Source: an optimization exercise on an open RTL-to-GDS flow (aim: small area and a short achievable clock period). Production flows keep margins and buffers that such runs may drop. Only simulation tests tie the RTL to the original design; equivalence was not proved. Power and IR drop assume default switching activity.

[flow/design.v]
`default_nettype none
package fairq_pkg;
   typedef logic [64-1:0]              data_word_t;
   typedef logic [8-1:0]              ctrl_t;
   typedef logic [$clog2(8)-1:0]      queue_idx_t;
   typedef logic [8-1:0]              queue_mask_t;
   typedef logic [19-1:0]         sram_addr_t;
   typedef logic [15:0]                            flow_count_t;
   typedef logic [15:0]                            share_t;
   typedef logic [15:0]                            window_t;
   typedef enum logic [8:0] {
      CTRL_WORD = 9'b0_0000_0001,
      WORD_1    = 9'b0_0000_0010,
      WORD_2    = 9'b0_0000_0100,
      WORD_3    = 9'b0_0000_1000,
      WORD_4    = 9'b0_0001_0000,
      WORD_5    = 9'b0_0010_0000,
      WORD_6    = 9'b0_0100_0000,
      WORD_7    = 9'b0_1000_0000,
      WAIT_EOP  = 9'b1_0000_0000
   } parse_state_t;
   function automatic window_t ones_add(input window_t a, input window_t b);
      logic [16:0] sum;
      sum = {1'b0, a} + {1'b0, b};
      ones_add = sum[15:0] + {15'b0, sum[16]};
   endfunction
endpackage
`default_nettype wire
`timescale 1ns/1ps
`default_nettype none
module fairq_header_parser (
   input  logic                    clk,
   input  logic                    reset,
   input  logic                    in_wr,
   input  fairq_pkg::ctrl_t        in_ctrl,
   input  fairq_pkg::data_word_t   in_data,
   output logic                    ev_open,
   output logic                    ev_close,
   output fairq_pkg::queue_idx_t   dst_queue,
   output logic                    header_word,
   output logic                    rewrite_word,
   output fairq_pkg::queue_idx_t   src_queue
);
   localparam logic [3:0] S_CTRL = 4'd0;
   localparam logic [3:0] S_W1   = 4'd1;
   localparam logic [3:0] S_W2   = 4'd2;
   localparam logic [3:0] S_W3   = 4'd3;
   localparam logic [3:0] S_W4   = 4'd4;
   localparam logic [3:0] S_W5   = 4'd5;
   localparam logic [3:0] S_W6   = 4'd6;
   localparam logic [3:0] S_W7   = 4'd7;
   localparam logic [3:0] S_EOP  = 4'd8;
   logic [3:0]    state;
   logic [3:0]    state_next;
   logic          single_dest;
   logic          web_port;
   logic          word_6_seen;
   logic          hdr_single;
   logic [15:0]   ether_type;
   logic [7:0]    ip_proto;
   logic [15:0]   tcp_src_port;
   logic [15:0]   tcp_dst_port;
   logic          tcp_fin;
   logic          tcp_syn;
   logic          tcp_rst;
   logic          tcp_ack;
   assign ether_type   = in_data[31:16];
   assign ip_proto     = in_data[7:0];
   assign tcp_src_port = in_data[47:32];
   assign tcp_dst_port = in_data[31:16];
   assign tcp_fin      = in_data[0];
   assign tcp_syn      = in_data[1];
   assign tcp_rst      = in_data[2];
   assign tcp_ack      = in_data[4];
   assign web_port = (tcp_src_port == 16'd80) || (tcp_src_port == 16'd5001) ||
                     (tcp_dst_port == 16'd80) || (tcp_dst_port == 16'd5001);
   assign hdr_single = (in_data[7:0] != 8'd0) &&
                       ((in_data[7:0] & (in_data[7:0] - 8'd1)) == 8'd0);
   assign header_word = in_wr && (state == S_CTRL) && (in_ctrl == 8'hFF);
   always_comb begin
      state_next = state;
      if (in_wr) begin
         case (state)
            S_CTRL: if (in_ctrl == 8'hFF) state_next = S_W1;
            S_W1:   state_next = S_W2;
            S_W2:   state_next = (ether_type == 16'h0800) ? S_W3 : S_EOP;
            S_W3:   state_next = (ip_proto == 8'd6) ? S_W4 : S_EOP;
            S_W4:   state_next = S_W5;
            S_W5:   state_next = web_port ? S_W6 : S_EOP;
            S_W6:   state_next = (tcp_ack && !tcp_syn && !tcp_fin && !tcp_rst) ? S_W7 : S_EOP;
            default: state_next = S_EOP;
         endcase
         if (state != S_CTRL && in_ctrl != 8'd0) state_next = S_CTRL;
      end
   end
   always_ff @(posedge clk) begin
      if (reset) state <= S_CTRL;
      else       state <= state_next;
   end
   always_ff @(posedge clk) begin
      if (header_word) begin
         src_queue   <= in_data[16 +: 3];
         single_dest <= hdr_single;
         dst_queue   <= {|(in_data[7:0] & 8'b1111_0000),
                         |(in_data[7:0] & 8'b1100_1100),
                         |(in_data[7:0] & 8'b1010_1010)};
      end
   end
   assign word_6_seen = in_wr && (state == S_W6) && single_dest;
   assign ev_open  = word_6_seen && tcp_syn && tcp_ack;
   assign ev_close = word_6_seen && tcp_fin;
   assign rewrite_word = in_wr && (state == S_W7);
endmodule
`default_nettype wire
`timescale 1ns/1ps
`default_nettype none
module fairq_queue_lane (
   input  logic                   clk,
   input  logic                   reset,
   input  logic                   cap_en,
   input  logic [16:0]            cap_bus,
   input  logic                   open_en,
   input  fairq_pkg::flow_count_t open_bus,
   input  logic                   diff_en,
   input  fairq_pkg::flow_count_t diff_bus,
   input  logic                   set_live,
   output logic                   live,
   output logic [16:0]            cap4,
   output fairq_pkg::flow_count_t open_count,
   output fairq_pkg::flow_count_t flow_diff
);
   always_ff @(posedge clk) begin
      if (cap_en)  cap4       <= cap_bus;
      if (open_en) open_count <= open_bus;
      if (diff_en) flow_diff  <= diff_bus;
   end
   always_ff @(posedge clk) begin
      if (reset)         live <= 1'b0;
      else if (set_live) live <= 1'b1;
   end
endmodule
module fairq_step #(
   parameter int W = 16
) (
   input  logic [W-1:0] x,
   input  logic         down,
   output logic [W-1:0] y
);
   logic [W-1:0] t;
   assign t = down ? ~x : x;
   assign y[0] = ~x[0];
   for (genvar i = 1; i < W; i++) begin : g_bit
      assign y[i] = x[i] ^ (&t[i-1:0]);
   end
endmodule
`default_nettype wire
`timescale 1ns/1ps
`default_nettype none
module fairq_sub #(
   parameter int W = 17
) (
   input  logic [W-1:0] a,
   input  logic [W-1:0] b,
   output logic [W-1:0] d,
   output logic         ge
);
   localparam int L = $clog2(W);
   logic [W-1:0] x;
   logic [W-1:0] g [L+1];
   logic [W-1:0] p [L+1];
   assign x    = ~(a ^ b);
   assign g[0] = {a[W-1:1] & ~b[W-1:1], a[0] | ~b[0]};
   assign p[0] = x;
   for (genvar l = 0; l < L; l++) begin : g_level
      for (genvar i = 0; i < W; i++) begin : g_bit
         if (i >= (1 << l)) begin : g_join
            assign g[l+1][i] = g[l][i] | (p[l][i] & g[l][i-(1<<l)]);
            assign p[l+1][i] = p[l][i] & p[l][i-(1<<l)];
         end else begin : g_pass
            assign g[l+1][i] = g[l][i];
            assign p[l+1][i] = p[l][i];
         end
      end
   end
   assign d  = x ^ {g[L][W-2:0], 1'b1};
   assign ge = g[L][W-1];
endmodule
module fairq_eac_carry (
   input  logic [15:0] a,
   input  logic [15:0] b,
   output logic [15:0] c
);
   logic [15:0] g [5];
   logic [15:0] p [5];
   assign g[0] = a & b;
   assign p[0] = a | b;
   for (genvar l = 0; l < 4; l++) begin : g_level
      for (genvar i = 0; i < 16; i++) begin : g_bit
         assign g[l+1][i] = g[l][i] | (p[l][i] & g[l][(i+16-(1<<l))%16]);
         if (l < 3) begin : g_prop
            assign p[l+1][i] = p[l][i] & p[l][(i+16-(1<<l))%16];
         end else begin : g_noprop
            assign p[l+1][i] = 1'b0;
         end
      end
   end
   assign c = {g[4][14:0], g[4][15]};
endmodule
module fairq_window_rewriter (
   input  logic                    clk,
   input  logic                    reset,
   input  logic                    clear,
   input  logic                    in_wr,
   input  fairq_pkg::ctrl_t        in_ctrl,
   input  fairq_pkg::data_word_t   in_data,
   input  logic                    rewrite_word,
   input  fairq_pkg::queue_idx_t   src_queue,
   input  logic                    port_free,
   output fairq_pkg::queue_idx_t   div_queue,
   output fairq_pkg::queue_idx_t   div_queue_next,
   input  logic                    port_live,
   input  logic [16:0]             port_cap4,
   input  fairq_pkg::flow_count_t  port_open,
   input  fairq_pkg::flow_count_t  port_diff,
   output logic                    out_wr,
   output fairq_pkg::ctrl_t        out_ctrl,
   output fairq_pkg::data_word_t   out_data
);
   localparam logic [3:0] LAST = 4'd15;
   logic [3:0]    step_count;
   logic [15:0]   divisor;
   logic [15:0]   remainder;
   logic [12:0]   quotient;
   logic          live_s;
   logic          sat;
   logic          open_ge;
   logic [15:0]   unused_open_d;
   logic          diff_ok;
   logic [3:0]    cap_top;
   logic [16:0]   part;
   logic [16:0]   dif;
   logic          ge;
   logic          sat_lo;
   logic [3:0]    unused_sat_d;
   logic [12:0]   code;
   fairq_sub #(.W(16)) u_flows (
      .a  (remainder),
      .b  (divisor),
      .d  (unused_open_d),
      .ge (open_ge)
   );
   assign diff_ok = (divisor != 16'd0) && open_ge;
   fairq_sub #(.W(4)) u_sat (
      .a  (remainder[3:0]),
      .b  (divisor[3:0]),
      .d  (unused_sat_d),
      .ge (sat_lo)
   );
   assign part = {remainder, quotient[12]};
   fairq_sub #(.W(17)) u_step (
      .a  (part),
      .b  ({1'b0, divisor}),
      .d  (dif),
      .ge (ge)
   );
   always_ff @(posedge clk) begin
      if (reset || clear) begin
         step_count <= 4'd0;
      end else if (step_count == 4'd0) begin
         if (port_free) step_count <= 4'd1;
      end else if (step_count == LAST) begin
         step_count <= 4'd0;
      end else begin
         step_count <= step_count + 4'd1;
      end
   end
   assign div_queue_next = reset ? 3'd0 :
                           (step_count == LAST) ? div_queue + 3'd1 : div_queue;
   always_ff @(posedge clk) begin
      div_queue <= div_queue_next;
   end
   always_ff @(posedge clk) begin
      if (step_count == 4'd0) begin
         live_s    <= port_live;
         divisor   <= port_diff;
         remainder <= port_open;
         cap_top   <= port_cap4[16:13];
         quotient  <= port_cap4[12:0];
      end else if (step_count == 4'd1) begin
         if (!diff_ok) divisor <= 16'd1;
         remainder <= {12'd0, cap_top};
      end else if (step_count != LAST) begin
         if (step_count == 4'd2)
            sat <= (divisor[15:4] == 12'd0) && sat_lo;
         remainder <= ge ? dif[15:0] : part[15:0];
         quotient  <= {quotient[11:0], ge};
      end
   end
   always_comb begin
      if (!live_s)                     code = 13'd0;
      else if (sat)                    code = 13'd1;
      else if (quotient[12:8] == 5'd0) code = 13'h100;
      else                             code = quotient;
   end
   logic [12:0]   win_code [8];
   logic [12:0]   code_bus;
   logic [12:0]   src_code;
   assign code_bus = clear ? 13'd0 : code;
   for (genvar q = 0; q < 8; q++) begin : g_code
      always_ff @(posedge clk) begin
         if (clear || (step_count == LAST && div_queue == 3'(q)))
            win_code[q] <= code_bus;
      end
   end
   assign src_code = win_code[src_queue];
   logic                  has_share;
   fairq_pkg::window_t    new_window;
   fairq_pkg::window_t    new_window_n;
   always_ff @(posedge clk) begin
      has_share    <= (src_code != 13'd0);
      new_window   <= (src_code[12:8] == 5'd0) ? 16'hFFFF : {src_code, 3'b000};
      new_window_n <= (src_code[12:8] == 5'd0) ? 16'h0000 : ~{src_code, 3'b000};
   end
   fairq_pkg::window_t    old_window;
   fairq_pkg::window_t    old_checksum;
   fairq_pkg::window_t    csa_sum;
   fairq_pkg::window_t    csa_carry;
   assign old_window   = in_data[63:48];
   assign old_checksum = in_data[47:32];
   logic [15:0]           csa_rot;
   logic [15:0]           ck_carry;
   logic [15:0]           ck_half;
   logic                  rewrite;
   fairq_pkg::window_t    ck_part;
   fairq_pkg::window_t    ck_carry_r;
   assign csa_sum   = old_window ^ (old_checksum ^ new_window);
   assign csa_carry = (new_window & ~(old_window & old_checksum)) |
                      (new_window_n & ~(old_window | old_checksum));
   assign csa_rot   = {csa_carry[14:0], csa_carry[15]};
   fairq_eac_carry u_ck (
      .a (csa_sum),
      .b (csa_rot),
      .c (ck_carry)
   );
   assign ck_half = old_window ^ (old_checksum ^ (new_window ^ csa_rot));
   assign rewrite = rewrite_word && has_share;
   always_ff @(posedge clk) begin
      if (reset) out_wr <= 1'b0;
      else       out_wr <= in_wr;
   end
   fairq_pkg::window_t    out_window;
   logic [31:0]           out_low;
   always_ff @(posedge clk) begin
      out_ctrl   <= in_ctrl;
      out_window <= rewrite ? new_window : old_window;
      out_low    <= in_data[31:0];
      ck_part    <= rewrite ? ~ck_half : old_checksum;
      ck_carry_r <= rewrite ? ck_carry : 16'd0;
   end
   assign out_data = {out_window, ck_part ^ ck_carry_r, out_low};
endmodule
`default_nettype wire
`timescale 1ns/1ps
`default_nettype none
module fairq_top (
   input  logic                   clk,
   input  logic                   reset,
   input  logic                   in_wr,
   input  fairq_pkg::ctrl_t       in_ctrl,
   input  fairq_pkg::data_word_t  in_data,
   input  logic                   rd_dst_addr,
   input  fairq_pkg::queue_idx_t  dst_oq,
   input  fairq_pkg::sram_addr_t  dst_oq_high_addr,
   input  fairq_pkg::sram_addr_t  dst_oq_low_addr,
   output logic                   out_wr,
   output fairq_pkg::ctrl_t       out_ctrl,
   output fairq_pkg::data_word_t  out_data
);
   logic                      ev_open;
   logic                      ev_close;
   logic                      header_word;
   logic                      rewrite_word;
   fairq_pkg::queue_idx_t     src_queue;
   fairq_pkg::queue_idx_t     dst_queue;
   fairq_pkg::sram_addr_t     new_capacity;
   logic                      unused_cap_ge;
   logic                      clear;
   logic                      cfg_valid;
   fairq_pkg::queue_idx_t     cfg_queue;
   logic [16:0]               cfg_cap4;
   logic                      cfg_nz;
   logic [8-1:0] lane_live;
   logic [16:0]               lane_cap4  [8];
   fairq_pkg::flow_count_t    lane_open  [8];
   fairq_pkg::flow_count_t    lane_diff  [8];
   fairq_pkg::queue_idx_t     div_queue;
   fairq_pkg::queue_idx_t     div_queue_next;
   fairq_pkg::queue_idx_t     sel_next;
   fairq_pkg::queue_mask_t    sel_hot;
   logic                      a_next;
   logic                      b_next;
   fairq_pkg::queue_idx_t     b_queue_next;
   logic                      port_free;
   logic                      sel_live;
   logic [16:0]               sel_cap4;
   fairq_pkg::flow_count_t    sel_open;
   fairq_pkg::flow_count_t    sel_diff;
   logic                      a_open;
   logic                      b_open_early;
   logic                      b_close_early;
   logic                      b_open;
   logic                      b_close;
   fairq_pkg::queue_idx_t     b_queue;
   logic                      do_open;
   logic                      do_close;
   logic [16:0]               cap_bus;
   fairq_pkg::flow_count_t    open_bus;
   fairq_pkg::flow_count_t    diff_bus;
   fairq_pkg::flow_count_t    diff_next;
   fairq_header_parser u_parser (
      .clk           (clk),
      .reset         (reset),
      .in_wr         (in_wr),
      .in_ctrl       (in_ctrl),
      .in_data       (in_data),
      .ev_open       (ev_open),
      .ev_close      (ev_close),
      .dst_queue     (dst_queue),
      .header_word   (header_word),
      .rewrite_word  (rewrite_word),
      .src_queue     (src_queue)
   );
   always_ff @(posedge clk) begin
      if (reset) begin
         a_open        <= 1'b0;
         b_open_early  <= 1'b0;
         b_close_early <= 1'b0;
         b_open        <= 1'b0;
         b_close       <= 1'b0;
      end else begin
         a_open        <= ev_open;
         b_open_early  <= ev_open;
         b_close_early <= ev_close;
         b_open        <= b_open_early;
         b_close       <= b_close_early;
      end
   end
   assign b_queue_next = (ev_open || ev_close) ? dst_queue : b_queue;
   always_ff @(posedge clk) begin
      b_queue <= b_queue_next;
   end
   assign port_free = !(a_open || b_open || b_close);
   assign a_next    = ev_open && !reset;
   assign b_next    = b_open_early || b_close_early;
   always_comb begin
      if (a_next)      sel_next = src_queue;
      else if (b_next) sel_next = b_queue_next;
      else             sel_next = div_queue_next;
   end
   always_ff @(posedge clk) begin
      sel_hot <= 8'd1 << sel_next;
   end
   always_comb begin
      sel_live = 1'b0;
      sel_cap4 = '0;
      sel_open = '0;
      sel_diff = '0;
      for (int q = 0; q < 8; q++) begin
         sel_live = sel_live | (sel_hot[q] & lane_live[q]);
         sel_cap4 = sel_cap4 | ({17{sel_hot[q]}} & lane_cap4[q]);
         sel_open = sel_open | ({16{sel_hot[q]}} & lane_open[q]);
         sel_diff = sel_diff | ({16{sel_hot[q]}} & lane_diff[q]);
      end
   end
   assign do_open  = a_open || b_open;
   assign do_close = b_close;
   fairq_pkg::flow_count_t    open_p1;
   fairq_pkg::flow_count_t    diff_p1;
   fairq_pkg::flow_count_t    diff_m1;
   fairq_step #(.W(16)) u_open_p1 (.x(sel_open), .down(1'b0), .y(open_p1));
   fairq_step #(.W(16)) u_diff_p1 (.x(sel_diff), .down(1'b0), .y(diff_p1));
   fairq_step #(.W(16)) u_diff_m1 (.x(sel_diff), .down(1'b1), .y(diff_m1));
   always_comb begin
      if (do_open && do_close) diff_next = sel_diff;
      else if (do_open)        diff_next = diff_p1;
      else                     diff_next = diff_m1;
   end
   assign open_bus = clear ? 16'd0 : open_p1;
   assign diff_bus = clear ? 16'd0 : diff_next;
   fairq_sub #(.W(19)) u_cap (
      .a  (dst_oq_high_addr),
      .b  (dst_oq_low_addr),
      .d  (new_capacity),
      .ge (unused_cap_ge)
   );
   always_ff @(posedge clk) begin
      clear     <= reset;
      cfg_valid <= rd_dst_addr && !reset;
      cfg_queue <= dst_oq;
      cfg_cap4  <= new_capacity[18:2];
      cfg_nz    <= (dst_oq_high_addr != dst_oq_low_addr);
   end
   assign cap_bus = clear ? 17'd0 : cfg_cap4;
   for (genvar q = 0; q < 8; q++) begin : g_lane
      logic cap_hit, open_hit, close_hit;
      assign cap_hit   = cfg_valid && (cfg_queue == 3'(q));
      assign open_hit  = do_open && sel_hot[q];
      assign close_hit = do_close && sel_hot[q];
      fairq_queue_lane u_lane (
         .clk         (clk),
         .reset       (clear),
         .cap_en      (clear || cap_hit),
         .cap_bus     (cap_bus),
         .open_en     (clear || open_hit),
         .open_bus    (open_bus),
         .diff_en     (clear || open_hit || close_hit),
         .diff_bus    (diff_bus),
         .set_live    ((cap_hit && cfg_nz) || open_hit || close_hit),
         .live        (lane_live[q]),
         .cap4        (lane_cap4[q]),
         .open_count  (lane_open[q]),
         .flow_diff   (lane_diff[q])
      );
   end
   fairq_window_rewriter u_rewriter (
      .clk          (clk),
      .reset        (reset),
      .clear        (clear),
      .in_wr        (in_wr),
      .in_ctrl      (in_ctrl),
      .in_data      (in_data),
      .rewrite_word (rewrite_word),
      .src_queue    (src_queue),
      .port_free    (port_free),
      .div_queue    (div_queue),
      .div_queue_next (div_queue_next),
      .port_live    (sel_live),
      .port_cap4    (sel_cap4),
      .port_open    (sel_open),
      .port_diff    (sel_diff),
      .out_wr       (out_wr),
      .out_ctrl     (out_ctrl),
      .out_data     (out_data)
   );
endmodule
`default_nettype wire
[flow/flow/run.sh]
#!/bin/bash
# The standard layout (standard.sh, unchanged synthesis and steps) with two
# knobs the flow settings cannot reach: port buffers are buf_1 cells instead
# of the default delay cells, and timing repair aims for a larger setup slack.
# make's output goes to flow.log here; each ORFS step keeps its own log under
# orfs/logs/.
set -euo pipefail
export BUFFER_PORTS_ARGS="-buffer_cell sky130_fd_sc_hd__buf_1"
export SETUP_SLACK_MARGIN=5.3
bash standard.sh > flow.log 2>&1
[flow/standard.sh]
#!/bin/bash
# synth_recipe.tcl (not shown) runs the flow's synth.tcl, then flattens the netlist and writes it again
# the make line also repeats each setting of config.mk as NAME=value (left out here)
make -C /OpenROAD-flow-scripts/flow DESIGN_CONFIG=/design/flow/config.mk WORK_HOME=/design/flow/orfs CLKGATE_MAP_FILE= SYNTH_SCRIPT=/design/flow/synth_recipe.tcl "${@:-finish}"
[flow/config.mk]
export PLATFORM = sky130hd
export DESIGN_NAME = fairq_top
export DESIGN_NICKNAME = fairq_top
export VERILOG_FILES = /design/flow/design.v
export SDC_FILE = /design/flow/constraint.sdc
export NUM_CORES = 4
export LEC_CHECK = 0
export CAP_MARGIN = 20
export CORE_MARGIN = 2
export CORE_UTILIZATION = 40
export CTS_CLUSTER_DIAMETER = 180
export CTS_CLUSTER_SIZE = 26
export SLEW_MARGIN = 20
export TNS_END_PERCENT = 0
[flow/constraint.sdc]
create_clock -name core_clock -period 8.5 [get_ports {clk}]
set_input_delay 1.7000 -clock core_clock [delete_from_list [all_inputs] [get_ports {clk}]]
set_output_delay 1.7000 -clock core_clock [all_outputs]
set_load 0.01 [all_outputs]
==> results of run 1 <==
[kinds of logic after synthesis]
logic type	Yosys count
DFF	729
AOI/OAI and AO/OA	555
xor gates and xnor gates	130
muxes	49
and+or+nand+nor	616
buffers and inverters	182
adders and majority gates	81
[path summary, 6_finish.rpt]
check / slack (ns) / depth (start not counted) / to
worst max-delay path: 5.20 / 8 / u_rewriter.ck_carry_r[4]$_SDFF_PN0_
worst min-delay path: 0.49 / 2 / u_rewriter.out_window[11]$_DFF_P_
worst max register to register: 5.27 / 9 / g_lane[0].u_lane.flow_diff[15]$_DFFE_PP_
worst min register to register: 0.49 / 2 / u_rewriter.out_window[11]$_DFF_P_
[layout by cell type (no fill, tap or decap), types with 12 or more instances in the layout]
master / n
nor2_1: 152
and2_1: 31
inv_1: 71
nand2b_1: 20
o21ai_0: 50
maj3_1: 13
a21oi_1: 80
clkbuf_16: 35
nand2_1: 156
buf_1: 180
o21a_1: 16
nor3_1: 25
mux2_2: 13
or2_2: 18
xnor2_1: 67
nor4_1: 20
ha_1: 63
buf_4: 20
nor2b_1: 51
nand4_1: 42
a31oi_1: 21
xor2_1: 53
clkbuf_1: 23
a22oi_1: 150
a221oi_1: 36
o21ai_1: 12
a21o_1: 51
edfxtp_1: 554
nand3_1: 27
a22o_1: 38
mux2i_1: 31
dfxtp_1: 166
[per-stage QoR]
step	power (W)	hold slack, ns
4_1_cts	0.007278	0.4903
2_1_floorplan	0.005063	0.4384
3_3_place_gp	0.005356	0.4629
6_report	0.007243	0.4856
3_5_place_dp	0.005387	0.4687
5_1_grt	0.007558	0.5093
[repair_timing]
item / 4_1_cts / 5_1_grt
resized for setup: 45 / 22
endpoints found under the setup margin: 238 / 204
endpoints found under the hold margin: 0 / 0
setup buffers: 11 / 1
gates cloned: 0 / 0
pin swaps: 9 / 2
[area by class of cell]
class	instances	area share, %
flip-flops and latches	729	59.65
multi-input cells	1431	29.58
clock buffers	58	2.845
clock inverters	4	0.1813
repair buffers	221	3.112
well taps	1030	3.811
inverters	74	0.8214
[routing by layer]
| metal | global-route usage [%] | share of wire (%) | vias to the layer above |
|---|---|---|---|
| met2 | 32.37 | 48 | 639 |
| met1 | 25.31 | 44 | 9706 |
| met5 | 0 | 0 | - |
| met3 | 2.337 | 6.1 | 72 |
| li1 | - | - | 9127 |
| met4 | 3.764 | 1.6 | 0 |
[sequential cells by signal, summed over array words and instances (netlist names), 17 cells and up]
signal	count
g_lane.u_lane.cap4	136
g_lane.u_lane.flow_diff	128
g_lane.u_lane.open_count	128
u_rewriter.win_code	104
u_rewriter.out_low	32
cfg_cap4	17
[power groups by stage]
stage               Combinational [W]  Sequential [W]  Clock [W]
floorplan                    0.000718         0.00435          0
global placement             0.000980         0.00438          0
detailed placement           0.000997         0.00439          0
CTS                           0.00102         0.00431    0.00196
global route                  0.00115         0.00434    0.00208
finish                        0.00103         0.00431    0.00191
[worst max-delay path: cells and delay by family]
| kind | cells | cell delay (ns) |
|---|---|---|
| AOI/OAI and AO/OA | 3 | 0.70 |
| xor gates and xnor gates | 2 | 0.58 |
| buffers and inverters | 1 | 0.16 |
| adders and majority gates | 1 | 0.43 |
| and+or+nand+nor | 1 | 0.20 |
==> out/metrics.yaml, run 1 <==
pwr-share-clk_pct: 26.3
synth-seq-cells: 729
yosys.area_share.simple_pct: 10.15
antenna_cells: 0
fin_worst_skew_ns: 0.02477
first_iter_violations: 1626
synth_adder_area_share_pct: 3.196
setup_viol: 0
ctsLongestPathBuffers: 3
grt_max_degree: 51
min_period_ns: 3.297
sequentialPowerShare_pct: 59.5
synth.net_count: 2523
insertion_delay_ns: 0.60
area_delta_synth_final_pct: 9.910
synth_common_cells: "554 x edfxtp_1, 175 x dfxtp_1, 164 x nor2_1"
num_vias: 19540
fin_cells: 3547
cts.hold.buffers_added: 0
hp-class: "register to register"
cp_slowest_stage_delay_ns: 0.43
grt_pass1_wl_mm: 114.0
synth_xor_area_share_pct: 3.798
dp_hpwl_mm: 47.82
ys.flop_type: "edfxtp_1"
die_h_um: 281.3
ios: 190
multi_input_area_um2: 10000
drc: 0
cts_buffers: 34
synth_compound_area_share_pct: 12.88
worstHoldStart: "u_rewriter.new_window[11]$_SDFF_PP1_"
io_buffer_count: 189
synth_top_family_by_area: "compound AO/OA/AOI/OAI gates"
finalHoldViolCount: 0
critPathSlowestCell: "maj3_1"
yosysMostFrequentCell: "edfxtp_1"
wirelength_mm: 75.33
dpl_worst_slack_ns: 4.388
power.density_nw_per_um2: 214.2
pwr-share-comb_pct: 14.2
synthTopCellsByArea: "edfxtp_1 54%, dfxtp_1 11%, a22oi_1 3.7%, ha_1 2.6%, xnor2_1 2.1%"
detail_route.vias_per_cell: 5.510
cp.arrival_ns: 3.77
path_cells: "buf_2 > xor2_1 > xnor2_1 > nor2_1 > maj3_1 > a21boi_1 > o32a_1 > o41ai_1"
detail-route-antenna-nets: 0
layout.nets: 2672
cts_tree: "built"
overflow: 0
wl_per_cell_um: 21.24
gp_congestion: 0.8653
synth_top_cell_by_area: "edfxtp_1"
die_w_um: 281.3
track_usage_pct: 18.69
placed_cell_area_um2: 32420
syn_area_um2: 30770
final_util_pct: 44.45
startpoint_type: "primary input"
first_global_vias: 19360
p_int_w: 0.005382
antenna_found_initial: 0
slew_headroom_pct: 29.31
crit_fanout: 6
ys_seq_area_share_pct: 65.45
cts_sinks: 729
synth_mux_area_share_pct: 1.850
regArea_um2: 20170
worstMarginPinSlew_ns: 1.060
design.core.area_um2: 76080
end_kind: "register"
postSynthAreaPerCell_um2: 13.14
grt_setup_unrepaired: "yes"
maxCapViolCount: 0
drt-pass1-iter-count: 5
yosys_warnings: 23
stdcell_area_um2: 33820
dieArea_um2: 79160
drive_gt1_share_pct: 7.708
row_count: 101
synth_edf_count: 554
crit_start: "in_data[44]"
status: "complete, no violations"
fmax_mhz: 303.3
ys_async_sr_fraction_pct: 0
fin_tns_setup_ns: 0
critPathKind: "primary input to register"
ys_types: 94
period_share_pct: 38.79
switching_share_pct: 25.69
worstPathRequired_ns: 8.97
fin_ws_ns: 5.203
drv_slew: 0
cts_root_buf: "clkbuf_16"
fill_cells: 6968
p_switching_w: 0.001861
start_util_pct: 40.44
cts_htree_levels: 2
clkTransAtPathRegs_ns: 0.10
synth_top_area_share_pct: 54.07
dp_cells: 3473
syn-instance-count: 2342
r2r_start: "sel_hot[3]$_SDFF_PP0_"
max-vdd-ir-drop_mv: 0.1038
power_leakage_nw: 12.08
==> run 2: changes to the inputs <==
--- a/flow/config.mk
+++ b/flow/config.mk
@@ -11,4 +11,3 @@
 export CTS_CLUSTER_DIAMETER = 180
 export CTS_CLUSTER_SIZE = 26
 export SLEW_MARGIN = 20
-export TNS_END_PERCENT = 0
==> out/metrics.yaml, run 2 <==
ios: 190
synth_common_cells: "554 x edfxtp_1, 175 x dfxtp_1, 164 x nor2_1"
power_leakage_nw: 12.44
drc: 0
grt_setup_unrepaired: "yes"
reg2reg_slack_ns: 5.42
dr.max_layer_used: "met4"
insertion_delay_ns: 0.61
crit_cells: 9
final_cell_mix: "554 x edfxtp_1, 166 x dfxtp_1, 165 x buf_1"
crit_top_cell: "maj3_2"
synth_top_cell_by_area: "edfxtp_1"
design.core.area_um2: 76080
p_total_w: 0.007298
synth-seq-cells: 729
reg2reg_depth: 9
wl_per_cell_um: 21.52
wl_met2_mm: 36.89
detail_route.vias_per_cell: 5.509
cts_root_buf: "clkbuf_16"
synth_top_area_share_pct: 54.07
fmax_mhz: 310.0
fin_ws_ns: 5.274
ys_seq_area_share_pct: 65.45
synth_edf_count: 554
cts_tree: "built"
detail-route-antenna-nets: 0
ys.flop_type: "edfxtp_1"
clkTransAtPathRegs_ns: 0.11
power.density_nw_per_um2: 211.0
reg_top3: "g_lane.u_lane.cap4 x136, g_lane.u_lane.flow_diff x128, g_lane.u_lane.open_count x128"
stdcell_area_um2: 34590
layout.nets: 2707
cp.buffers_inverters: 1
finalHoldViolCount: 0
synth.net_count: 2523
grt_max_degree: 46
dpl_worst_slack_ns: 4.381
largest_reg_flops: 136
wirelength_mm: 77.03
drive_gt1_share_pct: 12.24
syn_area_um2: 30770
gp_congestion: 0.8870
path_cells: "buf_8 > xor3_2 > a21boi_2 > maj3_2 > maj3_2 > a21bo_1 > a221oi_4 > nor2_1 > a31o_1"
fin_cells: 3580
syn-instance-count: 2342
yosys_warnings: 23
ys_types: 94
ys_async_sr_fraction_pct: 0
status: "complete, no violations"
wl_met3_mm: 4.605
yosysMostFrequentCell: "edfxtp_1"
die_w_um: 281.3
worstMarginPinSlew_ns: 1.088
dp_hpwl_mm: 48.40
period_share_pct: 37.95
slew_headroom_pct: 27.46
drv_slew: 0
end_kind: "register"
met1_length_mm: 34.13
first_global_vias: 19330
start_util_pct: 40.44
antenna_found_initial: 0
max-vdd-ir-drop_mv: 0.1403
crit_fanout: 3
worstPathRequired_ns: 9.01
fin_tns_setup_ns: 0
cts_buffers: 34
cts_htree_levels: 2
first_iter_violations: 1642
hp-class: "register to register"
maxCapViolCount: 0
overflow: 0
critPathSlowestCell: "xor3_2"
ctsLongestPathBuffers: 3
cp_slowest_stage_delay_ns: 0.37
startpoint_type: "primary input"
dp_cells: 3473
antenna_cells: 0
synthTopCellsByArea: "edfxtp_1 54%, dfxtp_1 11%, a22oi_1 3.7%, ha_1 2.6%, xnor2_1 2.1%"
postSynthAreaPerCell_um2: 13.14
critPathKind: "primary input to register"
cp.arrival_ns: 3.73
grt_pass1_wl_mm: 115.5
area_delta_synth_final_pct: 12.43
die_h_um: 281.3
dieArea_um2: 79160
fin_worst_skew_ns: 0.04245
track_usage_pct: 18.93
path_delay_family: "compound AO/OA/AOI/OAI gates"
placed_cell_area_um2: 32750
row_count: 101
hold_path_depth: 2
cts_sinks: 729
min_period_ns: 3.226
layout.cells.most_common: "edfxtp_1"
setup_viol: 0
max_flop_register: "g_lane.u_lane.cap4"
drt-pass1-iter-count: 5
io_buffer_count: 189
num_vias: 19720
## run 2: logic make-up (layout without fill, tap and decap cells)
kind of cell,count (synthesis),after routing,share of synthesized area [%]
AO/OA/AOI/OAI,555,555,12.88
flip-flops,729,729,65.45
adder cells (fa/ha/maj),81,81,3.196
multiplexers,49,49,1.850
XOR/XNOR,130,130,3.798
buffers and inverters,182,390,2.668
AND/OR/NAND/NOR,616,616,10.15
## run 2: tightest hold or removal path: cells and delay by family (launching register included)
family        cells  cell delay, ns
flops             1            0.35
simple gates      2            0.10
## run 2: metal layers
metal	vias to the layer above	GRT usage [%]
met1	9818	26.03
met3	77	2.196
li1	9191	-
met5	-	0
met4	0	4.433
met2	637	32.17
## run 2: worst paths after layout
kind / startpoint / end
max: in_data[37] / u_rewriter.ck_carry_r[13]$_SDFF_PN0_
min: u_rewriter.new_window[3]$_SDFF_PP1_ / u_rewriter.out_window[3]$_DFF_P_
max reg2reg: sel_hot[1]$_SDFF_PP0_ / g_lane[6].u_lane.flow_diff[14]$_DFFE_PP_
min reg2reg: u_rewriter.new_window[3]$_SDFF_PP1_ / u_rewriter.out_window[3]$_DFF_P_
## run 2: power breakdown
part	internal [W]	switching [W]
registers	0.00419	0.000121
logic	0.000443	0.000668
clock network	0.000780	0.00110
total	0.00541	0.00189
## run 2: through the flow
| stage | hold WS (ns) | util, % |
|---|---|---|
| final | 0.4886 | 45.47 |
| after global routing | 0.5132 | 45.47 |
| after CTS | 0.4928 | 44.75 |
| after detailed placement | 0.4781 | 43.04 |
| after global placement | 0.4667 | 43.04 |
| after floorplan | 0.4384 | - |
## run 2: what timing repair did
action,CTS,global route
endpoints found under the setup margin,238,191
resized for setup,47,73
buffers inserted,15,31
gates cloned,0,1
hold buffers,0,0
pin swaps,12,22
## run 2: area by class of cell
class | count | area [um2]
Fill cell | 6821 | 41480
Sequential cell | 729 | 20170
Multi-Input combinational cell | 1431 | 10450
Timing Repair Buffer | 256 | 1391
Tap cell | 1030 | 1289
Clock buffer | 56 | 933.4
Inverter | 74 | 284.0
Clock inverter | 4 | 71.32
==> run 3: changes to the inputs <==
--- a/flow/flow/run.sh
+++ b/flow/flow/run.sh
@@ -6,5 +6,5 @@
 # orfs/logs/.
 set -euo pipefail
 export BUFFER_PORTS_ARGS="-buffer_cell sky130_fd_sc_hd__buf_1"
-export SETUP_SLACK_MARGIN=5.3
+export SETUP_SLACK_MARGIN=6.5
 bash standard.sh > flow.log 2>&1
--- a/flow/config.mk
+++ b/flow/config.mk
@@ -11,3 +11,4 @@
 export CTS_CLUSTER_DIAMETER = 180
 export CTS_CLUSTER_SIZE = 26
 export SLEW_MARGIN = 20
+export TNS_END_PERCENT = 0
==> out/metrics.yaml, run 3 <==
finalHoldViolCount: 0
cts_tree: "built"
p_switching_w: 0.001877
synth_top_family_by_area: "compound AO/OA/AOI/OAI gates"
ys_types: 94
switching_share_pct: 25.76
crit_fanout: 6
gp_congestion: 0.8653
fmax_mhz: 307.8
path_delay_family: "simple AND/OR/NAND/NOR gates"
die_w_um: 281.3
pwr-share-clk_pct: 26.2
dieArea_um2: 79160
reg2reg_slack_ns: 5.35
multi_input_area_um2: 10130
antenna_cells: 0
synth_top_cell_by_area: "edfxtp_1"
num_vias: 19650
start_util_pct: 40.44
layout.cells.most_common: "edfxtp_1"
cp.buffers_inverters: 3
antenna_found_initial: 0
insertion_delay_ns: 0.60
critPathSlowestCell: "or3b_2"
drive_gt1_share_pct: 9.317
clkTransAtPathRegs_ns: 0.10
wl_per_cell_um: 21.26
p_int_w: 0.005409
end_kind: "register"
reg_top3: "g_lane.u_lane.cap4 x136, g_lane.u_lane.flow_diff x128, g_lane.u_lane.open_count x128"
cp_slowest_stage_delay_ns: 0.57
r2r_start: "sel_hot[3]$_SDFF_PP0_"
cts_htree_levels: 2
ctsLongestPathBuffers: 3
drc: 0
reg2reg_depth: 9
fin_tns_setup_ns: 0
crit_top_cell: "buf_4"
detail_route.vias_per_cell: 5.514
maxCapViolCount: 0
yosysMostFrequentCell: "edfxtp_1"
worstMarginPinSlew_ns: 1.074
layout.nets: 2688
path_cells: "buf_1 > or3b_2 > a21boi_2 > maj3_2 > buf_4 > buf_4 > a21oi_1 > nor4_1 > nor3b_2 > o41ai_1"
yosys.area_share.simple_pct: 10.15
dpl_worst_slack_ns: 4.388
status: "complete, no violations"
largest_reg_flops: 136
row_count: 101
syn-instance-count: 2342
period_share_pct: 38.22
synth_xor_area_share_pct: 3.798
worstHoldStart: "g_lane[6].u_lane.live$_SDFFE_PP0P_"
drv_slew: 0
hold_path_end: "g_lane[6].u_lane.live$_SDFFE_PP0P_"
power.density_nw_per_um2: 213.4
dp_cells: 3473
fin_ws_ns: 5.251
ys.flop_type: "edfxtp_1"
startpoint_type: "primary input"
synth_mux_area_share_pct: 1.850
ys_seq_area_share_pct: 65.45
yosys_warnings: 23
postSynthAreaPerCell_um2: 13.14
synth_common_cells: "554 x edfxtp_1, 175 x dfxtp_1, 164 x nor2_1"
final_cell_mix: "554 x edfxtp_1, 174 x buf_1, 166 x dfxtp_1"
die_h_um: 281.3
hp-class: "register to register"
grt_pass1_wl_mm: 114.1
reg2reg_to: "g_lane[0].u_lane.flow_diff[15]$_DFFE_PP_"
synthTopCellsByArea: "edfxtp_1 54%, dfxtp_1 11%, a22oi_1 3.7%, ha_1 2.6%, xnor2_1 2.1%"
synth_compound_area_share_pct: 12.88
pwr-share-comb_pct: 14.7
synth_edf_count: 554
grt_setup_unrepaired: "yes"
dp_hpwl_mm: 47.82
drt-pass1-iter-count: 6
final_util_pct: 44.88
track_usage_pct: 18.70
synth_adder_area_share_pct: 3.196
cts_root_buf: "clkbuf_16"
cts_buffers: 34
ys_async_sr_fraction_pct: 0
setup_viol: 0
detail-route-antenna-nets: 0
synth-seq-cells: 729
hold_path_depth: 2
max_flop_register: "g_lane.u_lane.cap4"
overflow: 0
synth.net_count: 2523
cts_sinks: 729
ios: 190
syn_area_um2: 30770
design.core.area_um2: 76080
slew_headroom_pct: 28.37
fill_cells: 6924
sequentialPowerShare_pct: 59.1
power_leakage_nw: 12.25
cp.arrival_ns: 3.74
fin_cells: 3563
fin_worst_skew_ns: 0.02522
critPathKind: "primary input to register"
first_iter_violations: 1652
synth_top_area_share_pct: 54.07
regArea_um2: 20170
holdWs_ns: 0.4853
io_buffer_count: 189
grt_max_degree: 51
worstPathRequired_ns: 9.00
wirelength_mm: 75.74
max-vdd-ir-drop_mv: 0.1041
min_period_ns: 3.249
area_delta_synth_final_pct: 10.96
first_global_vias: 19360
## run 3: cell count changes in the layout (fill, tap and decap cells not counted), sizes merged
cell / change
clkinv: -1
clkinvlp: -1
buf: -10
inv: +2
clkbuf: -7
## run 3: cell families (layout without fill, tap and decap cells)
logic type,Yosys count,after routing
xor+xnor,130,130
buf+inv,182,373
fa+ha+maj,81,81
flops,729,729
compound gates,555,555
simple gates,616,616
mux,49,49
## run 3: area by class of cell
| class | count | area share [%] |
|---|---|---|
| Tap cell | 1030 | 3.775 |
| Inverter | 74 | 0.8136 |
| Clock buffer | 58 | 2.818 |
| Multi-Input combinational cell | 1431 | 29.67 |
| Sequential cell | 729 | 59.08 |
| Clock inverter | 4 | 0.1796 |
| Timing Repair Buffer | 237 | 3.658 |
## run 3: worst max-delay path by stage
stage | start | endpoint | slack, ns | cells after the start
global placement | in_data[53] | u_rewriter.ck_carry_r[13]$_SDFF_PN0_ | 4.38 | 9
detailed placement | in_data[53] | u_rewriter.ck_carry_r[13]$_SDFF_PN0_ | 4.39 | 9
finish | in_data[36] | u_rewriter.ck_carry_r[3]$_SDFF_PN0_ | 5.25 | 10
CTS | in_data[37] | u_rewriter.ck_carry_r[13]$_SDFF_PN0_ | 5.26 | 9
floorplan | in_data[53] | u_rewriter.ck_carry_r[13]$_SDFF_PN0_ | 4.82 | 8
global route | in_data[33] | u_rewriter.ck_carry_r[1]$_SDFF_PN0_ | 5.20 | 9
## run 3: power groups by stage
| stage | registers [W] | clock network, W | logic [W] |
|---|---|---|---|
| 2_1_floorplan | 0.00435 | 0 | 0.000718 |
| 3_3_place_gp | 0.00438 | 0 | 0.000980 |
| 3_5_place_dp | 0.00439 | 0 | 0.000997 |
| 4_1_cts | 0.00431 | 0.00196 | 0.00102 |
| 5_1_grt | 0.00434 | 0.00208 | 0.00119 |
| 6_report | 0.00431 | 0.00191 | 0.00107 |
## run 3: per-stage QoR
step | total power [W] | area [um2]
after detailed placement | 0.005387 | 32420
after floorplan | 0.005063 | 30770
final | 0.007286 | 34140
after CTS | 0.007280 | 33750
after global placement | 0.005356 | 32420
after global routing | 0.007600 | 34140
## run 3: per-layer routing
metal / share of wire, % / GRT usage [%]
met1: 44 / 25.34
met2: 48 / 32.38
met3: 6.1 / 2.328
met4: 1.6 / 3.764
met5: 0 / 0
## run 3: tightest hold or removal path: cells and delay by family (launching register included)
kind	cells	cell delay, ns
AO/OA/AOI/OAI	1	0.05
AND/OR/NAND/NOR	1	0.07
flip-flops	1	0.34
## run 3: timing repair
item	4_1_cts	5_1_grt
hold endpoints to repair	0	0
gates cloned	0	1
resized for setup	53	56
pin swaps	14	14
setup endpoints to repair	1156	1285
hold buffers	0	0
setup buffers	12	15
==> run 4: changes to the inputs <==
--- a/flow/flow/run.sh
+++ b/flow/flow/run.sh
@@ -6,5 +6,5 @@
 # orfs/logs/.
 set -euo pipefail
 export BUFFER_PORTS_ARGS="-buffer_cell sky130_fd_sc_hd__buf_1"
-export SETUP_SLACK_MARGIN=6.5
+export SETUP_SLACK_MARGIN=6.0
 bash standard.sh > flow.log 2>&1
==> out/metrics.yaml, run 4 <==
status: "complete, no violations"
overflow: 0
wirelength_mm: 75.74
wl_met2_mm: 36.60
yosys_warnings: 23
p_switching_w: 0.001877
track_usage_pct: 18.70
ys.flop_type: "edfxtp_1"
fin_ws_ns: 5.251
dp_hpwl_mm: 47.82
cts_sinks: 729
slew_headroom_pct: 28.37
postSynthAreaPerCell_um2: 13.14
insertion_delay_ns: 0.60
hold_path_depth: 2
gp_congestion: 0.8653
regArea_um2: 20170
dp_cells: 3473
fill_cells: 6924
design.core.area_um2: 76080
ys_types: 94
synth_edf_count: 554
synth_common_cells: "554 x edfxtp_1, 175 x dfxtp_1, 164 x nor2_1"
cp.arrival_ns: 3.74
drt-pass1-iter-count: 6
detail_route.vias_per_cell: 5.514
met1_length_mm: 33.28
die_h_um: 281.3
syn_area_um2: 30770
start_util_pct: 40.44
ctsLongestPathBuffers: 3
row_count: 101
crit_fanout: 6
pwr-share-clk_pct: 26.2
ys_async_sr_fraction_pct: 0
power.density_nw_per_um2: 213.4
final_cell_mix: "554 x edfxtp_1, 174 x buf_1, 166 x dfxtp_1"
drc: 0
fmax_mhz: 307.8
fin_cells: 3563
synthTopCellsByArea: "edfxtp_1 54%, dfxtp_1 11%, a22oi_1 3.7%, ha_1 2.6%, xnor2_1 2.1%"
pwr-share-comb_pct: 14.7
period_share_pct: 38.22
antenna_found_initial: 0
reg_top3: "g_lane.u_lane.cap4 x136, g_lane.u_lane.flow_diff x128, g_lane.u_lane.open_count x128"
layout.nets: 2688
max_flop_register: "g_lane.u_lane.cap4"
num_vias: 19650
fin_tns_setup_ns: 0
r2r_start: "sel_hot[3]$_SDFF_PP0_"
power_leakage_nw: 12.25
synth.net_count: 2523
hp-class: "register to register"
yosysMostFrequentCell: "edfxtp_1"
end_kind: "register"
layout.cells.most_common: "edfxtp_1"
ios: 190
area_delta_synth_final_pct: 10.96
io_buffer_count: 189
setup_viol: 0
drv_slew: 0
sequentialPowerShare_pct: 59.1
wl_per_cell_um: 21.26
cts_tree: "built"
die_w_um: 281.3
first_global_vias: 19360
startpoint_type: "primary input"
wl_met3_mm: 4.641
synth_top_area_share_pct: 54.07
grt_pass1_wl_mm: 114.1
crit_start: "in_data[36]"
ys_seq_area_share_pct: 65.45
clkTransAtPathRegs_ns: 0.10
maxCapViolCount: 0
cts.hold.buffers_added: 0
grt_max_degree: 51
antenna_cells: 0
dieArea_um2: 79160
syn-instance-count: 2342
p_int_w: 0.005409
fin_worst_skew_ns: 0.02522
multi_input_area_um2: 10130
reg2reg_depth: 9
largest_reg_flops: 136
finalHoldViolCount: 0
drive_gt1_share_pct: 9.317
dr.max_layer_used: "met4"
max-vdd-ir-drop_mv: 0.1041
worstMarginPinSlew_ns: 1.074
stdcell_area_um2: 34140
critPathKind: "primary input to register"
min_period_ns: 3.249
worstPathRequired_ns: 9.00
first_iter_violations: 1652
cts_root_buf: "clkbuf_16"
detail-route-antenna-nets: 0
synth-seq-cells: 729
synth_top_cell_by_area: "edfxtp_1"
worstHoldStart: "g_lane[6].u_lane.live$_SDFFE_PP0P_"
placed_cell_area_um2: 32420
cts_buffers: 34
cts_htree_levels: 2
final_util_pct: 44.88
dpl_worst_slack_ns: 4.388
switching_share_pct: 25.76
grt_setup_unrepaired: "yes"
-- run 4: metal layers --
layer | vias up | global-route usage [%]
li1 | 9156 | -
met1 | 9778 | 25.34
met2 | 641 | 32.38
met3 | 72 | 2.328
met4 | 0 | 3.764
met5 | - | 0
-- run 4: power by group through the flow --
| stage | sequential, W | clock (W) | combinational, W |
|---|---|---|---|
| floorplan | 0.00435 | 0 | 0.000718 |
| global placement | 0.00438 | 0 | 0.000980 |
| detailed placement | 0.00439 | 0 | 0.000997 |
| CTS | 0.00431 | 0.00196 | 0.00102 |
| global route | 0.00434 | 0.00208 | 0.00119 |
| finish | 0.00431 | 0.00191 | 0.00107 |
-- run 4: worst max-delay path, stage by stage --
cell and delay (ns):
buf_1 0.18, or3b_2 0.57, a21boi_2 0.15, maj3_2 0.20
buf_4 0.10, buf_4 0.09, a21oi_1 0.04, nor4_1 0.26
nor3b_2 0.11, o41ai_1 0.34
-- run 4: cell families (layout without fill, tap and decap cells) --
family / count (synthesis) / count (layout) / synth area share [%]
AO/OA/AOI/OAI: 555 / 555 / 12.88
flip-flops: 729 / 729 / 65.45
adder cells (fa/ha/maj): 81 / 81 / 3.196
buffers and inverters: 182 / 373 / 2.668
XOR/XNOR: 130 / 130 / 3.798
AND/OR/NAND/NOR: 616 / 616 / 10.15
multiplexers: 49 / 49 / 1.850
-- run 4: final cells by class --
type                       instances  area share, %
sequential                       729          59.08
multi-input combinational       1431          29.67
tap                             1030          3.775
timing repair buffer             237          3.658
clock buffer                      58          2.818
inverter                          74         0.8136
clock inverter                     4         0.1796
-- run 4: through the flow --
stage          total power, W  hold slack, ns
2_1_floorplan        0.005063          0.4384
3_3_place_gp         0.005356          0.4629
3_5_place_dp         0.005387          0.4687
4_1_cts              0.007280          0.4903
5_1_grt              0.007600          0.5093
6_report             0.007286          0.4853
-- run 4: worst paths after layout --
path	to	slack, ns
max	u_rewriter.ck_carry_r[3]$_SDFF_PN0_	5.25
min reg2reg	g_lane[6].u_lane.live$_SDFFE_PP0P_	0.49
min	g_lane[6].u_lane.live$_SDFFE_PP0P_	0.49
max reg2reg	g_lane[0].u_lane.flow_diff[15]$_DFFE_PP_	5.35
-- run 4: timing repair --
action | CTS | global route
pin swaps | 14 | 14
endpoints found under the hold margin | 0 | 0
buffers inserted | 12 | 15
resized for setup | 53 | 56
endpoints found under the setup margin | 785 | 806
gates cloned | 0 | 1
==> run 5: changes to the inputs <==
--- a/flow/config.mk
+++ b/flow/config.mk
@@ -8,7 +8,7 @@
 export CAP_MARGIN = 20
 export CORE_MARGIN = 2
 export CORE_UTILIZATION = 40
-export CTS_CLUSTER_DIAMETER = 180
-export CTS_CLUSTER_SIZE = 26
+export CTS_CLUSTER_DIAMETER = 220
+export CTS_CLUSTER_SIZE = 32
 export SLEW_MARGIN = 20
 export TNS_END_PERCENT = 0
==> out/metrics.yaml, run 5 <==
status: "complete, no violations"
synth_edf_count: 554
layout.nets: 2682
layout.cells.most_common: "edfxtp_1"
p_switching_w: 0.001819
switching_share_pct: 25.91
grt_setup_unrepaired: "yes"
grt_pass1_wl_mm: 113.9
fin_worst_skew_ns: 0.01913
ys_seq_area_share_pct: 65.45
cts_buffers: 26
dieArea_um2: 79160
hold_path_depth: 2
design.core.area_um2: 76080
worstHoldStart: "u_rewriter.new_window[11]$_SDFF_PP1_"
drive_gt1_share_pct: 9.203
yosys_warnings: 23
row_count: 101
cts_sinks: 729
synth.net_count: 2523
wl_met2_mm: 36.94
ys.flop_type: "edfxtp_1"
first_iter_violations: 1701
detail_route.vias_per_cell: 5.516
synth_top_cell_by_area: "edfxtp_1"
worstMarginPinSlew_ns: 1.074
drc: 0
max_flop_register: "g_lane.u_lane.cap4"
r2r_start: "sel_hot[7]$_SDFF_PN0_"
postSynthAreaPerCell_um2: 13.14
drt-pass1-iter-count: 6
ys_types: 94
yosysMostFrequentCell: "edfxtp_1"
dr.max_layer_used: "met4"
reg2reg_to: "g_lane[6].u_lane.flow_diff[15]$_DFFE_PP_"
reg_top3: "g_lane.u_lane.cap4 x136, g_lane.u_lane.flow_diff x128, g_lane.u_lane.open_count x128"
wirelength_mm: 75.97
num_vias: 19600
wl_per_cell_um: 21.38
track_usage_pct: 18.57
critPathKind: "primary input to register"
grt_max_degree: 51
final_cell_mix: "554 x edfxtp_1, 174 x buf_1, 166 x dfxtp_1"
cp.arrival_ns: 3.74
multi_input_area_um2: 10170
reg2reg_slack_ns: 5.39
syn_area_um2: 30770
fin_ws_ns: 5.306
insertion_delay_ns: 0.64
synth_top_area_share_pct: 54.07
maxCapViolCount: 0
overflow: 0
fin_tns_setup_ns: 0
io_buffer_count: 189
cts.hold.buffers_added: 0
power_leakage_nw: 12.14
cts_htree_levels: 1
end_kind: "register"
clkTransAtPathRegs_ns: 0.12
startpoint_type: "primary input"
largest_reg_flops: 136
first_global_vias: 19250
synth_common_cells: "554 x edfxtp_1, 175 x dfxtp_1, 164 x nor2_1"
cts_tree: "built"
met1_length_mm: 33.20
area_delta_synth_final_pct: 10.37
dp_hpwl_mm: 47.82
fill_cells: 6929
ctsLongestPathBuffers: 3
power.density_nw_per_um2: 206.8
fmax_mhz: 313.1
synthTopCellsByArea: "edfxtp_1 54%, dfxtp_1 11%, a22oi_1 3.7%, ha_1 2.6%, xnor2_1 2.1%"
crit_fanout: 5
die_w_um: 281.3
gp_congestion: 0.8653
sequentialPowerShare_pct: 61.3
min_period_ns: 3.194
syn-instance-count: 2342
drv_slew: 0
wl_met3_mm: 4.742
pwr-share-comb_pct: 15.2
synth-seq-cells: 729
regArea_um2: 20170
ys_async_sr_fraction_pct: 0
dpl_worst_slack_ns: 4.388
p_int_w: 0.005203
finalHoldViolCount: 0
slew_headroom_pct: 28.43
start_util_pct: 40.44
ios: 190
hp-class: "register to register"
period_share_pct: 37.58
hold_path_end: "u_rewriter.out_window[11]$_DFF_P_"
holdWs_ns: 0.4890
antenna_found_initial: 0
die_h_um: 281.3
setup_viol: 0
reg2reg_depth: 9
cts_root_buf: "clkbuf_16"
max-vdd-ir-drop_mv: 0.1518
pwr-share-clk_pct: 23.4
worstPathRequired_ns: 9.04
detail-route-antenna-nets: 0
-- run 5: cell counts after synthesis --
Identical to the previous run, type by type.
-- run 5: stage by stage --
| stage | cell area, um2 | instances | utilization [%] | power, W |
|---|---|---|---|---|
| finish | 33960 | 3553 | 44.64 | 0.007022 |
| global placement | 32420 | 3473 | 42.61 | 0.005356 |
| CTS | 33530 | 3537 | 44.07 | 0.007010 |
| detailed placement | 32420 | 3473 | 42.61 | 0.005387 |
| floorplan | 30770 | 2342 | - | 0.005063 |
| global route | 33950 | 3551 | 44.63 | 0.007316 |
-- run 5: area by class of cell --
type,count,share of cell area (%)
sequential,729,59.40
clock buffer,46,2.137
inverter,74,0.8180
clock inverter,2,0.07369
antenna,2,0.01474
multi-input combinational,1431,29.94
timing repair buffer,239,3.817
tap,1030,3.795
-- run 5: power by group through the flow --
stage | registers (W) | logic, W | clock network, W
2_1_floorplan | 0.00435 | 0.000718 | 0
3_3_place_gp | 0.00438 | 0.000980 | 0
3_5_place_dp | 0.00439 | 0.000997 | 0
4_1_cts | 0.00431 | 0.00102 | 0.00168
5_1_grt | 0.00434 | 0.00119 | 0.00179
6_report | 0.00431 | 0.00107 | 0.00165
-- run 5: logic make-up (layout without fill, tap and decap cells) --
group	Yosys count	after routing	synth area share, %
adder cells (fa/ha/maj)	81	81	3.196
multiplexers	49	49	1.850
buffers and inverters	182	361	2.668
XOR/XNOR	130	130	3.798
other	0	2	0
AO/OA/AOI/OAI	555	555	12.88
AND/OR/NAND/NOR	616	616	10.15
flip-flops	729	729	65.45
-- run 5: what timing repair did --
item	4_1_cts	5_1_grt
setup endpoints to repair	782	804
gates cloned	0	2
setup buffers	16	12
pin swaps	14	14
resized for setup	57	60
-- run 5: critical path: stages --
cell,delay (ns)
buf_8,0.11
xor3_2,0.38
a21boi_2,0.17
maj3_2,0.31
maj3_2,0.30
a21bo_1,0.21
a221oi_4,0.30
nor2_1,0.07
a31o_1,0.19
-- run 5: per-layer routing --
layer,vias to the layer above,global-route usage [%]
met5,-,0
met4,0,2.946
met3,69,2.304
met2,644,32.33
met1,9730,25.32
li1,9154,-
-- run 5: how the worst max path moves through the flow --
stage	slack [ns]	from	endpoint	cells after the start
4_1_cts	5.31	in_data[37]	u_rewriter.ck_carry_r[13]$_SDFF_PN0_	9
5_1_grt	5.25	in_data[33]	u_rewriter.ck_carry_r[1]$_SDFF_PN0_	9
2_1_floorplan	4.82	in_data[53]	u_rewriter.ck_carry_r[13]$_SDFF_PN0_	8
3_5_place_dp	4.39	in_data[53]	u_rewriter.ck_carry_r[13]$_SDFF_PN0_	9
6_report	5.31	in_data[53]	u_rewriter.ck_carry_r[13]$_SDFF_PN0_	9
3_3_place_gp	4.38	in_data[53]	u_rewriter.ck_carry_r[13]$_SDFF_PN0_	9
==> run 6: changes to the inputs <==
--- a/flow/design.v
+++ b/flow/design.v
@@ -315,11 +315,9 @@
    assign src_code = win_code[src_queue];
    logic                  has_share;
    fairq_pkg::window_t    new_window;
-   fairq_pkg::window_t    new_window_n;
    always_ff @(posedge clk) begin
       has_share    <= (src_code != 13'd0);
       new_window   <= (src_code[12:8] == 5'd0) ? 16'hFFFF : {src_code, 3'b000};
-      new_window_n <= (src_code[12:8] == 5'd0) ? 16'h0000 : ~{src_code, 3'b000};
    end
    fairq_pkg::window_t    old_window;
    fairq_pkg::window_t    old_checksum;
@@ -334,8 +332,8 @@
    fairq_pkg::window_t    ck_part;
    fairq_pkg::window_t    ck_carry_r;
    assign csa_sum   = old_window ^ (old_checksum ^ new_window);
-   assign csa_carry = (new_window & ~(old_window & old_checksum)) |
-                      (new_window_n & ~(old_window | old_checksum));
+   assign csa_carry = (~old_window & ~old_checksum) | (~old_window & new_window) |
+                      (~old_checksum & new_window);
    assign csa_rot   = {csa_carry[14:0], csa_carry[15]};
    fairq_eac_carry u_ck (
       .a (csa_sum),
--- a/flow/config.mk
+++ b/flow/config.mk
@@ -8,7 +8,7 @@
 export CAP_MARGIN = 20
 export CORE_MARGIN = 2
 export CORE_UTILIZATION = 40
-export CTS_CLUSTER_DIAMETER = 220
-export CTS_CLUSTER_SIZE = 32
+export CTS_CLUSTER_DIAMETER = 190
+export CTS_CLUSTER_SIZE = 28
 export SLEW_MARGIN = 20
 export TNS_END_PERCENT = 0
==> out/metrics.yaml, run 6 <==
sequentialPowerShare_pct: 60.1
crit_start: "in_data[53]"
fin_worst_skew_ns: 0.01866
layout.nets: 2663
drt-pass1-iter-count: 5
maxCapViolCount: 0
status: "complete, no violations"
dp_hpwl_mm: 49.51
drc: 0
row_count: 100
yosys_warnings: 23
fin_tns_setup_ns: 0
synth_top_cell_by_area: "edfxtp_1"
crit_end: "u_rewriter.ck_carry_r[1]$_SDFF_PN0_"
reg2reg_slack_ns: 5.38
drive_gt1_share_pct: 12.33
multi_input_area_um2: 9957
wl_per_cell_um: 22.91
num_vias: 19580
crit_fanout: 5
reg2reg_depth: 12
insertion_delay_ns: 0.65
startpoint_type: "primary input"
regArea_um2: 19900
setup_viol: 0
dpl_worst_slack_ns: 4.481
detail-route-antenna-nets: 0
worstPathRequired_ns: 9.03
fill_cells: 6636
largest_reg_flops: 136
synth_common_cells: "554 x edfxtp_1, 161 x dfxtp_1, 157 x nor2_1"
cts_tree: "built"
synth-seq-cells: 715
p_int_w: 0.005208
pwr-share-comb_pct: 15.5
synth.net_count: 2476
grt_setup_unrepaired: "yes"
ys_seq_area_share_pct: 65.51
cts.hold.buffers_added: 0
design.core.area_um2: 74700
use_met1_pct: 26.27
cp.arrival_ns: 3.69
area_delta_synth_final_pct: 12.03
grt_max_degree: 54
overflow: 0
wirelength_mm: 79.24
use_met2_pct: 35.02
fmax_mhz: 315.5
first_iter_violations: 1812
cts_htree_levels: 1
max-vdd-ir-drop_mv: 0.1589
r2r_start: "sel_hot[1]$_SDFF_PP0_"
pwr-share-clk_pct: 24.3
final_cell_mix: "554 x edfxtp_1, 162 x buf_1, 149 x nor2_1"
fin_ws_ns: 5.331
track_usage_pct: 19.73
slew_headroom_pct: 24.75
synth_top_area_share_pct: 54.88
layout.cells.most_common: "edfxtp_1"
die_h_um: 279.3
gp_congestion: 0.8714
yosysMostFrequentCell: "edfxtp_1"
end_kind: "register"
critPathKind: "primary input to register"
postSynthAreaPerCell_um2: 13.30
ys.flop_type: "edfxtp_1"
cts_sinks: 715
hp-class: "register to register"
ys_types: 79
synth_edf_count: 554
busiest_layer: "met2"
start_util_pct: 40.58
finalHoldViolCount: 0
power_leakage_nw: 12.24
period_share_pct: 37.29
ys_async_sr_fraction_pct: 0
antenna_cells: 0
ios: 190
min_period_ns: 3.170
p_switching_w: 0.001835
holdWs_ns: 0.4931
clkTransAtPathRegs_ns: 0.11
syn-instance-count: 2279
reg_top3: "g_lane.u_lane.cap4 x136, g_lane.u_lane.flow_diff x128, g_lane.u_lane.open_count x128"
switching_share_pct: 26.06
synthTopCellsByArea: "edfxtp_1 55%, dfxtp_1 11%, a22oi_1 3.7%, ha_1 2.6%, xnor2_1 2.4%"
cts_buffers: 29
detail_route.vias_per_cell: 5.661
ctsLongestPathBuffers: 3
stdcell_area_um2: 33960
antenna_found_initial: 3
p_total_w: 0.007043
first_global_vias: 19400
worstMarginPinSlew_ns: 1.129
reg2reg_to: "g_lane[6].u_lane.open_count[15]$_DFFE_PP_"
grt_pass1_wl_mm: 118.8
die_w_um: 279.3
use_met3_pct: 1.975
io_buffer_count: 189
power.density_nw_per_um2: 207.4
dieArea_um2: 78000
placed_cell_area_um2: 31920
syn_area_um2: 30310
cts_root_buf: "clkbuf_16"
max_flop_register: "g_lane.u_lane.cap4"
drv_slew: 0
[run 6: cell types whose count changed after synthesis, sizes merged, moves of 13 or more]
cell,before,now
nand2,156,92
inv,73,114
xor2,55,32
fa,1,17
dfxtp,175,161
and4,3,16
[run 6: layout make-up]
type / instances / share of cell area, %
clock buffer: 52 / 2.391
clock inverter: 2 / 0.1068
inverter: 115 / 1.330
multi-input combinational: 1341 / 29.32
sequential: 715 / 58.59
tap: 969 / 3.570
timing repair buffer: 264 / 4.690
[run 6: timing repair]
| item | in CTS | in global routing |
|---|---|---|
| gates resized for setup | 110 | 70 |
| setup endpoints to repair | 688 | 581 |
| pin swaps | 21 | 36 |
| setup buffers | 24 | 25 |
| cloned | 1 | 3 |
[run 6: worst max-delay path: stages]
cell       delay [ns]
buf_2            0.13
inv_1            0.10
fa_2             0.53
a31oi_4          0.25
nor2_4           0.07
maj3_1           0.36
o21bai_2         0.17
o41ai_2          0.11
a2bb2oi_2        0.18
o22ai_1          0.09
[run 6: cell families after synthesis]
family / after synthesis / synth area share (%)
flip-flops: 715 / 65.51
AO/OA/AOI/OAI: 551 / 12.82
AND/OR/NAND/NOR: 533 / 9.089
buffers and inverters: 223 / 3.203
XOR/XNOR: 114 / 3.294
adder cells (fa/ha/maj): 91 / 4.086
multiplexers: 52 / 1.990
[run 6: per-stage QoR]
stage,cells,util [%]
floorplan,2279,-
global placement,3350,42.73
detailed placement,3350,42.73
CTS,3429,44.71
global route,3458,45.46
finish,3458,45.46
[run 6: how the worst min path moves through the flow]
stage | startpoint | to | slack [ns] | cells after the start
finish | b_close_early$_SDFF_PP0_ | b_close$_SDFF_PP0_ | 0.49 | 1
global route | g_lane[4].u_lane.live$_SDFFE_PP0P_ | g_lane[4].u_lane.live$_SDFFE_PP0P_ | 0.52 | 2
CTS | g_lane[4].u_lane.live$_SDFFE_PP0P_ | g_lane[4].u_lane.live$_SDFFE_PP0P_ | 0.50 | 2
detailed placement | g_lane[4].u_lane.live$_SDFFE_PP0P_ | g_lane[4].u_lane.live$_SDFFE_PP0P_ | 0.47 | 2
global placement | g_lane[2].u_lane.live$_SDFFE_PP0P_ | g_lane[2].u_lane.live$_SDFFE_PP0P_ | 0.46 | 2
floorplan | b_close_early$_SDFF_PP0_ | b_close$_SDFF_PP0_ | 0.44 | 1
[run 6: layer usage]
layer / share of wire (%) / vias to the layer above
li1: - / 8982
met1: 42 / 9901
met2: 50 / 598
met3: 5.6 / 94
met4: 2.0 / 0
met5: 0 / -
[run 6: power groups by stage]
| stage | Clock [W] | Sequential, W | Combinational, W |
|---|---|---|---|
| after global routing | 0.00187 | 0.00426 | 0.00122 |
| final | 0.00171 | 0.00423 | 0.00109 |
| after global placement | 0 | 0.00430 | 0.00101 |
| after CTS | 0.00176 | 0.00423 | 0.00106 |
| after detailed placement | 0 | 0.00431 | 0.00103 |
| after floorplan | 0 | 0.00426 | 0.000756 |

[static timing again, ports no longer ideal]
The results above use ideal ports. As a check the final layouts listed here were re-extracted and re-timed, cells and wires unchanged. Step 1 sets driving cells, clkbuf_16 on the clock port and buf_2 on the other inputs (assumed; they add their load-dependent delay and slew). Step 2 adds t to the input delays and takes it off the output delays; t is the mean of the earliest and latest rising clock arrival at the registers after step 1. Input paths then give back, and output paths get back, about the clock's delay inside the block. a / b / c = ideal / step 1 / step 2; a / b = the first two.
run | shift t [ns] | setup slack, ns | worst setup path at the end | clock arrival spread, ns | cell pins on the clock port's net
run 1 | 0.649 | 5.203 / 5.235 / 4.586 | input to register | 0.024 / 0.025 | 1
run 2 | 0.649 | 5.274 / 5.298 / 4.649 | input to register | 0.042 / 0.043 | 1
run 3 | 0.651 | 5.251 / 5.284 / 4.632 | input to register | 0.025 / 0.025 | 1
run 4 | 0.651 | 5.251 / 5.284 / 4.632 | input to register | 0.025 / 0.025 | 1
run 5 | 0.694 | 5.306 / 5.325 / 4.637 | input to register | 0.020 / 0.020 | 1
run 6 | 0.703 | 5.331 / 5.355 / 4.670 | input to register | 0.022 / 0.022 | 1
After both steps every run listed still meets setup and hold. The setup slack of run 5, which loses most, moves by +0.019 ns with the drivers and by -0.669 ns with both steps.
